Context: an optimization exercise on an open-source flow, tuned for small area, a short achievable clock period and few clock cycles per item. The choices shown serve that exercise and are no tape-out recipe. RTL that was checked went through simulation tests only; none was proved equivalent to the original.

==> flow/design.v <==
`default_nettype none
package dpc_pkg;
	localparam int DEF_VALUE_BITS = 32;
	function automatic logic [39:0] bcd_mask(input int s);
		case (s)
			0: bcd_mask = 40'h0000000000;
			1: bcd_mask = 40'h0000000001;
			2: bcd_mask = 40'h0000000003;
			3: bcd_mask = 40'h0000000007;
			4: bcd_mask = 40'h000000001f;
			5: bcd_mask = 40'h000000003f;
			6: bcd_mask = 40'h000000007f;
			7: bcd_mask = 40'h00000001ff;
			8: bcd_mask = 40'h00000003ff;
			9: bcd_mask = 40'h00000007ff;
			10: bcd_mask = 40'h0000001fff;
			11: bcd_mask = 40'h0000003fff;
			12: bcd_mask = 40'h0000007fff;
			13: bcd_mask = 40'h000000ffff;
			14: bcd_mask = 40'h000001ffff;
			15: bcd_mask = 40'h000003ffff;
			16: bcd_mask = 40'h000007ffff;
			17: bcd_mask = 40'h00001fffff;
			18: bcd_mask = 40'h00003fffff;
			19: bcd_mask = 40'h00007fffff;
			20: bcd_mask = 40'h0001ffffff;
			21: bcd_mask = 40'h0003ffffff;
			22: bcd_mask = 40'h0007ffffff;
			23: bcd_mask = 40'h000fffffff;
			24: bcd_mask = 40'h001fffffff;
			25: bcd_mask = 40'h003fffffff;
			26: bcd_mask = 40'h007fffffff;
			27: bcd_mask = 40'h01ffffffff;
			28: bcd_mask = 40'h03ffffffff;
			29: bcd_mask = 40'h07ffffffff;
			30: bcd_mask = 40'h1fffffffff;
			31: bcd_mask = 40'h3fffffffff;
			default: bcd_mask = 40'hffffffffff;
		endcase
	endfunction
	function automatic logic [3:0] dd_adjust(input logic [3:0] d);
		dd_adjust[3] = d[3] | (d[2] & (d[1] | d[0]));
		dd_adjust[2] = d[3] ? d[0] : (d[2] & !d[1] & !d[0]);
		dd_adjust[1] = d[3] ? !d[0] : (d[2] ? (d[1] & d[0]) : d[1]);
		dd_adjust[0] = d[3] ? !d[0] : (d[2] ? (d[1] & !d[0]) : d[0]);
	endfunction
endpackage
`default_nettype wire
`default_nettype none
module dpc_dd_stage
#(
	parameter int S0 = 0,
	parameter int NB = 8
) (
	input  wire logic [39:0]   in_bcd,
	input  wire logic [NB-1:0] in_bits,
	output logic      [39:0]   out_bcd
);
	logic [39:0] b;
	always_comb begin
		b = in_bcd & dpc_pkg::bcd_mask(S0);
		for (int s = 0; s < NB; s++) begin
			for (int k = 0; k < 10; k++) begin
				b[k*4 +: 4] = dpc_pkg::dd_adjust(b[k*4 +: 4]);
			end
			b = {b[38:0], in_bits[NB-1-s]} & dpc_pkg::bcd_mask(S0 + s + 1);
		end
		out_bcd = b;
	end
endmodule
`default_nettype wire
`default_nettype none
module dpc_sym_check (
	input  wire logic [39:0] in_bcd,
	output logic             out_pal
);
	logic [9:0]  nz;
	logic [9:0]  hi_zero;
	logic [4:0]  peq [11];
	logic [10:0] eq;
	logic [9:0]  term;
	always_comb begin
		for (int i = 0; i < 10; i++) begin
			nz[i] = |in_bcd[i*4 +: 4];
		end
		for (int l = 0; l < 10; l++) begin
			hi_zero[l] = ((nz >> (l + 1)) == 10'd0);
		end
		for (int l = 0; l <= 10; l++) begin
			peq[l] = 5'h1f;
			for (int i = 0; i < l / 2; i++) begin
				peq[l][i] = (in_bcd[i*4 +: 4] == in_bcd[(l-1-i)*4 +: 4]);
			end
			eq[l] = &peq[l];
		end
		term[0] = hi_zero[0];
		for (int l = 2; l <= 10; l++) begin
			term[l-1] = nz[l-1] & hi_zero[l-1] & eq[l];
		end
		out_pal = |term;
	end
endmodule
`default_nettype wire
`default_nettype none
module decimal_palindrome_check_unit
#(
	parameter int VALUE_BITS = dpc_pkg::DEF_VALUE_BITS
) (
	input  wire logic                         clk,
	input  wire logic                         arst_n,
	input  wire logic                         in_valid,
	output logic                              in_ready,
	input  wire logic signed [VALUE_BITS-1:0] in_value,
	input  wire logic                         in_is_last,
	output logic                              out_valid,
	input  wire logic                         out_ready,
	output logic signed [VALUE_BITS-1:0]      out_value_echo,
	output logic                              out_is_palindrome,
	output logic                              out_last_out
);
	logic        adv;
	logic        valid_q1;
	logic        last_q1;
	logic [31:0] value_q1;
	logic [39:0] bcd_q1;
	logic [39:0] bcd_nx1;
	logic        valid_q2;
	logic        last_q2;
	logic [31:0] value_q2;
	logic [39:0] bcd_q2;
	logic [39:0] bcd_nx2;
	logic        valid_q3;
	logic        last_q3;
	logic [31:0] value_q3;
	logic [39:0] bcd_q3;
	logic [39:0] bcd_nx3;
	logic        valid_q4;
	logic        last_q4;
	logic [31:0] value_q4;
	logic [39:0] bcd_q4;
	logic [39:0] bcd_nx4;
	logic        valid_q5;
	logic        last_q5;
	logic [31:0] value_q5;
	logic        pal_q5;
	logic [39:0] bcd_fin;
	logic [39:0] bcd_mag;
	logic        pal;
	logic        pal_nx;
	logic        neg_end9;
	logic [3:0]  d0;
	logic [3:0]  d0_inc;
	assign adv      = !valid_q5 || out_ready;
	assign in_ready = adv;
	dpc_dd_stage #(.S0(0), .NB(6)) u_dd0 (
		.in_bcd  (40'd0),
		.in_bits (in_value[30:25] ^ {6{in_value[31]}}),
		.out_bcd (bcd_nx1)
	);
	dpc_dd_stage #(.S0(6), .NB(8)) u_dd1 (
		.in_bcd  (bcd_q1),
		.in_bits (value_q1[24:17] ^ {8{value_q1[31]}}),
		.out_bcd (bcd_nx2)
	);
	dpc_dd_stage #(.S0(14), .NB(8)) u_dd2 (
		.in_bcd  (bcd_q2),
		.in_bits (value_q2[16:9] ^ {8{value_q2[31]}}),
		.out_bcd (bcd_nx3)
	);
	dpc_dd_stage #(.S0(22), .NB(8)) u_dd3 (
		.in_bcd  (bcd_q3),
		.in_bits (value_q3[8:1] ^ {8{value_q3[31]}}),
		.out_bcd (bcd_nx4)
	);
	dpc_dd_stage #(.S0(30), .NB(1)) u_dd4 (
		.in_bcd  (bcd_q4),
		.in_bits (value_q4[0:0] ^ {1{value_q4[31]}}),
		.out_bcd (bcd_fin)
	);
	assign d0     = bcd_fin[3:0];
	assign d0_inc = {d0[3] | (d0[2] & d0[1] & d0[0]), d0[2] ^ (d0[1] & d0[0]), d0[1] ^ d0[0], !d0[0]};
	assign bcd_mag = {bcd_fin[39:4], value_q4[31] ? d0_inc : d0};
	assign neg_end9 = value_q4[31] && bcd_fin[3] && bcd_fin[0];
	dpc_sym_check u_sym (
		.in_bcd  (bcd_mag),
		.out_pal (pal)
	);
	assign pal_nx = pal && !neg_end9;
	always_ff @(posedge clk or negedge arst_n) begin
		if (!arst_n) begin
			valid_q1 <= 1'b0;
			valid_q2 <= 1'b0;
			valid_q3 <= 1'b0;
			valid_q4 <= 1'b0;
			valid_q5 <= 1'b0;
		end else if (adv) begin
			valid_q1 <= in_valid;
			valid_q2 <= valid_q1;
			valid_q3 <= valid_q2;
			valid_q4 <= valid_q3;
			valid_q5 <= valid_q4;
		end
	end
	always_ff @(posedge clk) begin
		if (adv && in_valid) begin
			last_q1  <= in_is_last;
			value_q1 <= in_value;
			bcd_q1   <= bcd_nx1;
		end
		if (adv && valid_q1) begin
			last_q2  <= last_q1;
			value_q2 <= value_q1;
			bcd_q2   <= bcd_nx2;
		end
		if (adv && valid_q2) begin
			last_q3  <= last_q2;
			value_q3 <= value_q2;
			bcd_q3   <= bcd_nx3;
		end
		if (adv && valid_q3) begin
			last_q4  <= last_q3;
			value_q4 <= value_q3;
			bcd_q4   <= bcd_nx4;
		end
		if (adv && valid_q4) begin
			last_q5  <= last_q4;
			value_q5 <= value_q4;
			pal_q5   <= pal_nx;
		end
	end
	assign out_valid         = valid_q5;
	assign out_last_out      = last_q5;
	assign out_value_echo    = value_q5;
	assign out_is_palindrome = pal_q5;
endmodule
`default_nettype wire
Settings: LEC_CHECK=0, ABC_AREA=1, CAP_MARGIN=20, CORE_MARGIN=2, CORE_UTILIZATION=40, SETUP_SLACK_MARGIN=3.0, SLEW_MARGIN=20; clock period 6.5 ns.
run.sh (not shown) runs the stock make flow with config.mk's settings and CLKGATE_MAP_FILE= SYNTH_SCRIPT=/design/flow/synth_recipe.tcl, a recipe that flattens the netlist after the stock synthesis.
Testbench counts at the start, summed over its fixed seeds: cycles 12,040, items 12,000.
==> next run, changes <==
--- a/flow/design.v
+++ b/flow/design.v
@@ -37,14 +37,17 @@
 			31: bcd_mask = 40'h3fffffffff;
 			default: bcd_mask = 40'hffffffffff;
 		endcase
 	endfunction
 	function automatic logic [3:0] dd_adjust(input logic [3:0] d);
-		dd_adjust[3] = d[3] | (d[2] & (d[1] | d[0]));
-		dd_adjust[2] = d[3] ? d[0] : (d[2] & !d[1] & !d[0]);
-		dd_adjust[1] = d[3] ? !d[0] : (d[2] ? (d[1] & d[0]) : d[1]);
-		dd_adjust[0] = d[3] ? !d[0] : (d[2] ? (d[1] & !d[0]) : d[0]);
+		if (d[3]) begin
+			dd_adjust = d[0] ? 4'd12 : 4'd11;
+		end else if (d[2:0] >= 3'd5) begin
+			dd_adjust = d + 4'd3;
+		end else begin
+			dd_adjust = d;
+		end
 	endfunction
 endpackage
 `default_nettype wire
 `default_nettype none
 module dpc_dd_stage
Effect: Routed wire length came out higher by well over a third; via count came out higher by well over a third; hold slack is about the same; utilization came out higher by 14 points; non-clock buffer count came out higher by 607; design area came out higher by well over a third; fmax came out lower by well over a third; clock skew came out higher by 0.0079 ns; worst setup slack degrades by 2.3 ns; critical path depth came out higher by 48; synthesized cell count came out higher by a quarter to a third; area after synthesis came out higher by a quarter to a third.
No functional check of the RTL was part of the second run of this note.


## run a
decimal_palindrome_check_unit, a different RTL version from the one above (not shown whole).
Size in the first run: about 3,100 cells after synthesis, roughly 260 flip-flops, roughly 73 I/O pins.
==> module decimal_palindrome_check_unit, before the edit <==
module decimal_palindrome_check_unit
#(
	parameter int VALUE_BITS = dpc_pkg::DEF_VALUE_BITS
) (
	input  wire logic                         clk,
	input  wire logic                         arst_n,
	input  wire logic                         in_valid,
	output logic                              in_ready,
	input  wire logic signed [VALUE_BITS-1:0] in_value,
	input  wire logic                         in_is_last,
	output logic                              out_valid,
	input  wire logic                         out_ready,
	output logic signed [VALUE_BITS-1:0]      out_value_echo,
	output logic                              out_is_palindrome,
	output logic                              out_last_out
);
	logic        adv;
	logic        valid_q1;
	logic        last_q1;
	logic [31:0] value_q1;
	logic [39:0] bcd_q1;
	logic [39:0] bcd_nx1;
	logic        valid_q2;
	logic        last_q2;
	logic [31:0] value_q2;
	logic [39:0] bcd_q2;
	logic [39:0] bcd_nx2;
	logic        valid_q3;
	logic        last_q3;
	logic [31:0] value_q3;
	logic [39:0] bcd_q3;
	logic [39:0] bcd_nx3;
	logic        valid_q4;
	logic        last_q4;
	logic [31:0] value_q4;
	logic [39:0] bcd_q4;
	logic [39:0] bcd_nx4;
	logic        valid_q5;
	logic        last_q5;
	logic [31:0] value_q5;
	logic        pal_q5;
	logic [39:0] bcd_fin;
	logic [39:0] bcd_mag;
	logic        pal_nx;
	assign adv      = !valid_q5 || out_ready;
	assign in_ready = adv;
	dpc_dd_stage #(.S0(0), .NB(8)) u_dd0 (
		.in_bcd  (40'd0),
		.in_bits (in_value[30:23] ^ {8{in_value[31]}}),
		.out_bcd (bcd_nx1)
	);
	dpc_dd_stage #(.S0(8), .NB(7)) u_dd1 (
		.in_bcd  (bcd_q1),
		.in_bits (value_q1[22:16] ^ {7{value_q1[31]}}),
		.out_bcd (bcd_nx2)
	);
	dpc_dd_stage #(.S0(15), .NB(8)) u_dd2 (
		.in_bcd  (bcd_q2),
		.in_bits (value_q2[15:8] ^ {8{value_q2[31]}}),
		.out_bcd (bcd_nx3)
	);
	dpc_dd_stage #(.S0(23), .NB(7)) u_dd3 (
		.in_bcd  (bcd_q3),
		.in_bits (value_q3[7:1] ^ {7{value_q3[31]}}),
		.out_bcd (bcd_nx4)
	);
	dpc_dd_stage #(.S0(30), .NB(1)) u_dd4 (
		.in_bcd  (bcd_q4),
		.in_bits (value_q4[0:0] ^ {1{value_q4[31]}}),
		.out_bcd (bcd_fin)
	);
	assign bcd_mag = dpc_pkg::bcd_inc(bcd_fin, value_q4[31]);
	dpc_sym_check u_sym (
		.in_bcd  (bcd_mag),
		.out_pal (pal_nx)
	);
	always_ff @(posedge clk or negedge arst_n) begin
		if (!arst_n) begin
			valid_q1 <= 1'b0;
			valid_q2 <= 1'b0;
			valid_q3 <= 1'b0;
			valid_q4 <= 1'b0;
			valid_q5 <= 1'b0;
		end else if (adv) begin
			valid_q1 <= in_valid;
			valid_q2 <= valid_q1;
			valid_q3 <= valid_q2;
			valid_q4 <= valid_q3;
			valid_q5 <= valid_q4;
		end
	end
	always_ff @(posedge clk) begin
		if (adv) begin
			last_q1  <= in_is_last;
			value_q1 <= in_value;
			bcd_q1   <= bcd_nx1;
			last_q2  <= last_q1;
			value_q2 <= value_q1;
			bcd_q2   <= bcd_nx2;
			last_q3  <= last_q2;
			value_q3 <= value_q2;
			bcd_q3   <= bcd_nx3;
			last_q4  <= last_q3;
			value_q4 <= value_q3;
			bcd_q4   <= bcd_nx4;
			last_q5  <= last_q4;
			value_q5 <= value_q4;
			pal_q5   <= pal_nx;
		end
	end
	assign out_valid         = valid_q5;
	assign out_last_out      = last_q5;
	assign out_value_echo    = value_q5;
	assign out_is_palindrome = pal_q5;
endmodule
Settings: LEC_CHECK=0, ABC_AREA=1, CAP_MARGIN=20, CORE_MARGIN=2, CORE_UTILIZATION=40, SLEW_MARGIN=20; clock period 6.5 ns.
### run a -> run b
==> flow/design.v, changed modules only <==
module decimal_palindrome_check_unit
#(
	parameter int VALUE_BITS = dpc_pkg::DEF_VALUE_BITS
) (
	input  wire logic                         clk,
	input  wire logic                         arst_n,
	input  wire logic                         in_valid,
	output logic                              in_ready,
	input  wire logic signed [VALUE_BITS-1:0] in_value,
	input  wire logic                         in_is_last,
	output logic                              out_valid,
	input  wire logic                         out_ready,
	output logic signed [VALUE_BITS-1:0]      out_value_echo,
	output logic                              out_is_palindrome,
	output logic                              out_last_out
);
	logic        adv;
	logic        valid_q1;
	logic        last_q1;
	logic [31:0] value_q1;
	logic [39:0] bcd_q1;
	logic [39:0] bcd_nx1;
	logic        valid_q2;
	logic        last_q2;
	logic [31:0] value_q2;
	logic [39:0] bcd_q2;
	logic [39:0] bcd_nx2;
	logic        valid_q3;
	logic        last_q3;
	logic [31:0] value_q3;
	logic [39:0] bcd_q3;
	logic [39:0] bcd_nx3;
	logic        valid_q4;
	logic        last_q4;
	logic [31:0] value_q4;
	logic        pal_q4;
	logic [39:0] bcd_fin;
	logic [39:0] bcd_mag;
	logic        pal_nx;
	assign adv      = !valid_q4 || out_ready;
	assign in_ready = adv;
	dpc_dd_stage #(.S0(0), .NB(10)) u_dd0 (
		.in_bcd  (40'd0),
		.in_bits (in_value[30:21] ^ {10{in_value[31]}}),
		.out_bcd (bcd_nx1)
	);
	dpc_dd_stage #(.S0(10), .NB(9)) u_dd1 (
		.in_bcd  (bcd_q1),
		.in_bits (value_q1[20:12] ^ {9{value_q1[31]}}),
		.out_bcd (bcd_nx2)
	);
	dpc_dd_stage #(.S0(19), .NB(9)) u_dd2 (
		.in_bcd  (bcd_q2),
		.in_bits (value_q2[11:3] ^ {9{value_q2[31]}}),
		.out_bcd (bcd_nx3)
	);
	dpc_dd_stage #(.S0(28), .NB(3)) u_dd3 (
		.in_bcd  (bcd_q3),
		.in_bits (value_q3[2:0] ^ {3{value_q3[31]}}),
		.out_bcd (bcd_fin)
	);
	assign bcd_mag = dpc_pkg::bcd_inc(bcd_fin, value_q3[31]);
	dpc_sym_check u_sym (
		.in_bcd  (bcd_mag),
		.out_pal (pal_nx)
	);
	always_ff @(posedge clk or negedge arst_n) begin
		if (!arst_n) begin
			valid_q1 <= 1'b0;
			valid_q2 <= 1'b0;
			valid_q3 <= 1'b0;
			valid_q4 <= 1'b0;
		end else if (adv) begin
			valid_q1 <= in_valid;
			valid_q2 <= valid_q1;
			valid_q3 <= valid_q2;
			valid_q4 <= valid_q3;
		end
	end
	always_ff @(posedge clk) begin
		if (adv) begin
			last_q1  <= in_is_last;
			value_q1 <= in_value;
			bcd_q1   <= bcd_nx1;
			last_q2  <= last_q1;
			value_q2 <= value_q1;
			bcd_q2   <= bcd_nx2;
			last_q3  <= last_q2;
			value_q3 <= value_q2;
			bcd_q3   <= bcd_nx3;
			last_q4  <= last_q3;
			value_q4 <= value_q3;
			pal_q4   <= pal_nx;
		end
	end
	assign out_valid         = valid_q4;
	assign out_last_out      = last_q4;
	assign out_value_echo    = value_q4;
	assign out_is_palindrome = pal_q4;
endmodule
Results
Run a reached the end of the flow, and the finished layout is clean on the timing, design-rule and antenna checks. Run b was carried through to the last stage, and its layout satisfied the timing, design-rule and antenna checks. Wire length per cell (lower): run b. Between run a and run b, the utilization figures differ only marginally. Routed wire length ended up about 8% lower on run b than on run a. A classification of the worst setup path of in2reg is what run b shows, while in2out belongs to run a. Higher achievable frequency was reported by run a, not run b.
No functional check of the RTL was part of any run of this note.

==> static timing again, ports no longer ideal <==
How much do the figures lean on ideal ports? The routed layouts below were timed once more, with nothing changed but the port constraints. Step 1 assumes that a clkbuf_16 drives the clock port and a buf_2 every other input. Step 2 adds t to the input delays and takes it off the output delays; t is the mean of the earliest and latest rising clock arrival at the registers after step 1. Input paths then give back, and output paths get back, about the clock's delay inside the block. a / b / c = ideal / step 1 / step 2; a / b = the first two.
run | shift t [ns] | slack for setup (ns) | worst setup path at the end
the first run of note 1 | 0.612 | 3.115 / 3.091 / 2.845 | input to register
the second run of note 1 | 0.617 | 0.834 / 0.834 / 0.834 | register to register
run a | 0.635 | 2.243 / 2.217 / 1.995 | input to register
run b | 0.594 | 2.083 / 2.116 / 1.522 | input to register
After both steps setup and hold are still met in every run listed. The setup slack of run b, which loses most, moves by +0.033 ns with the drivers and by -0.561 ns with both steps.
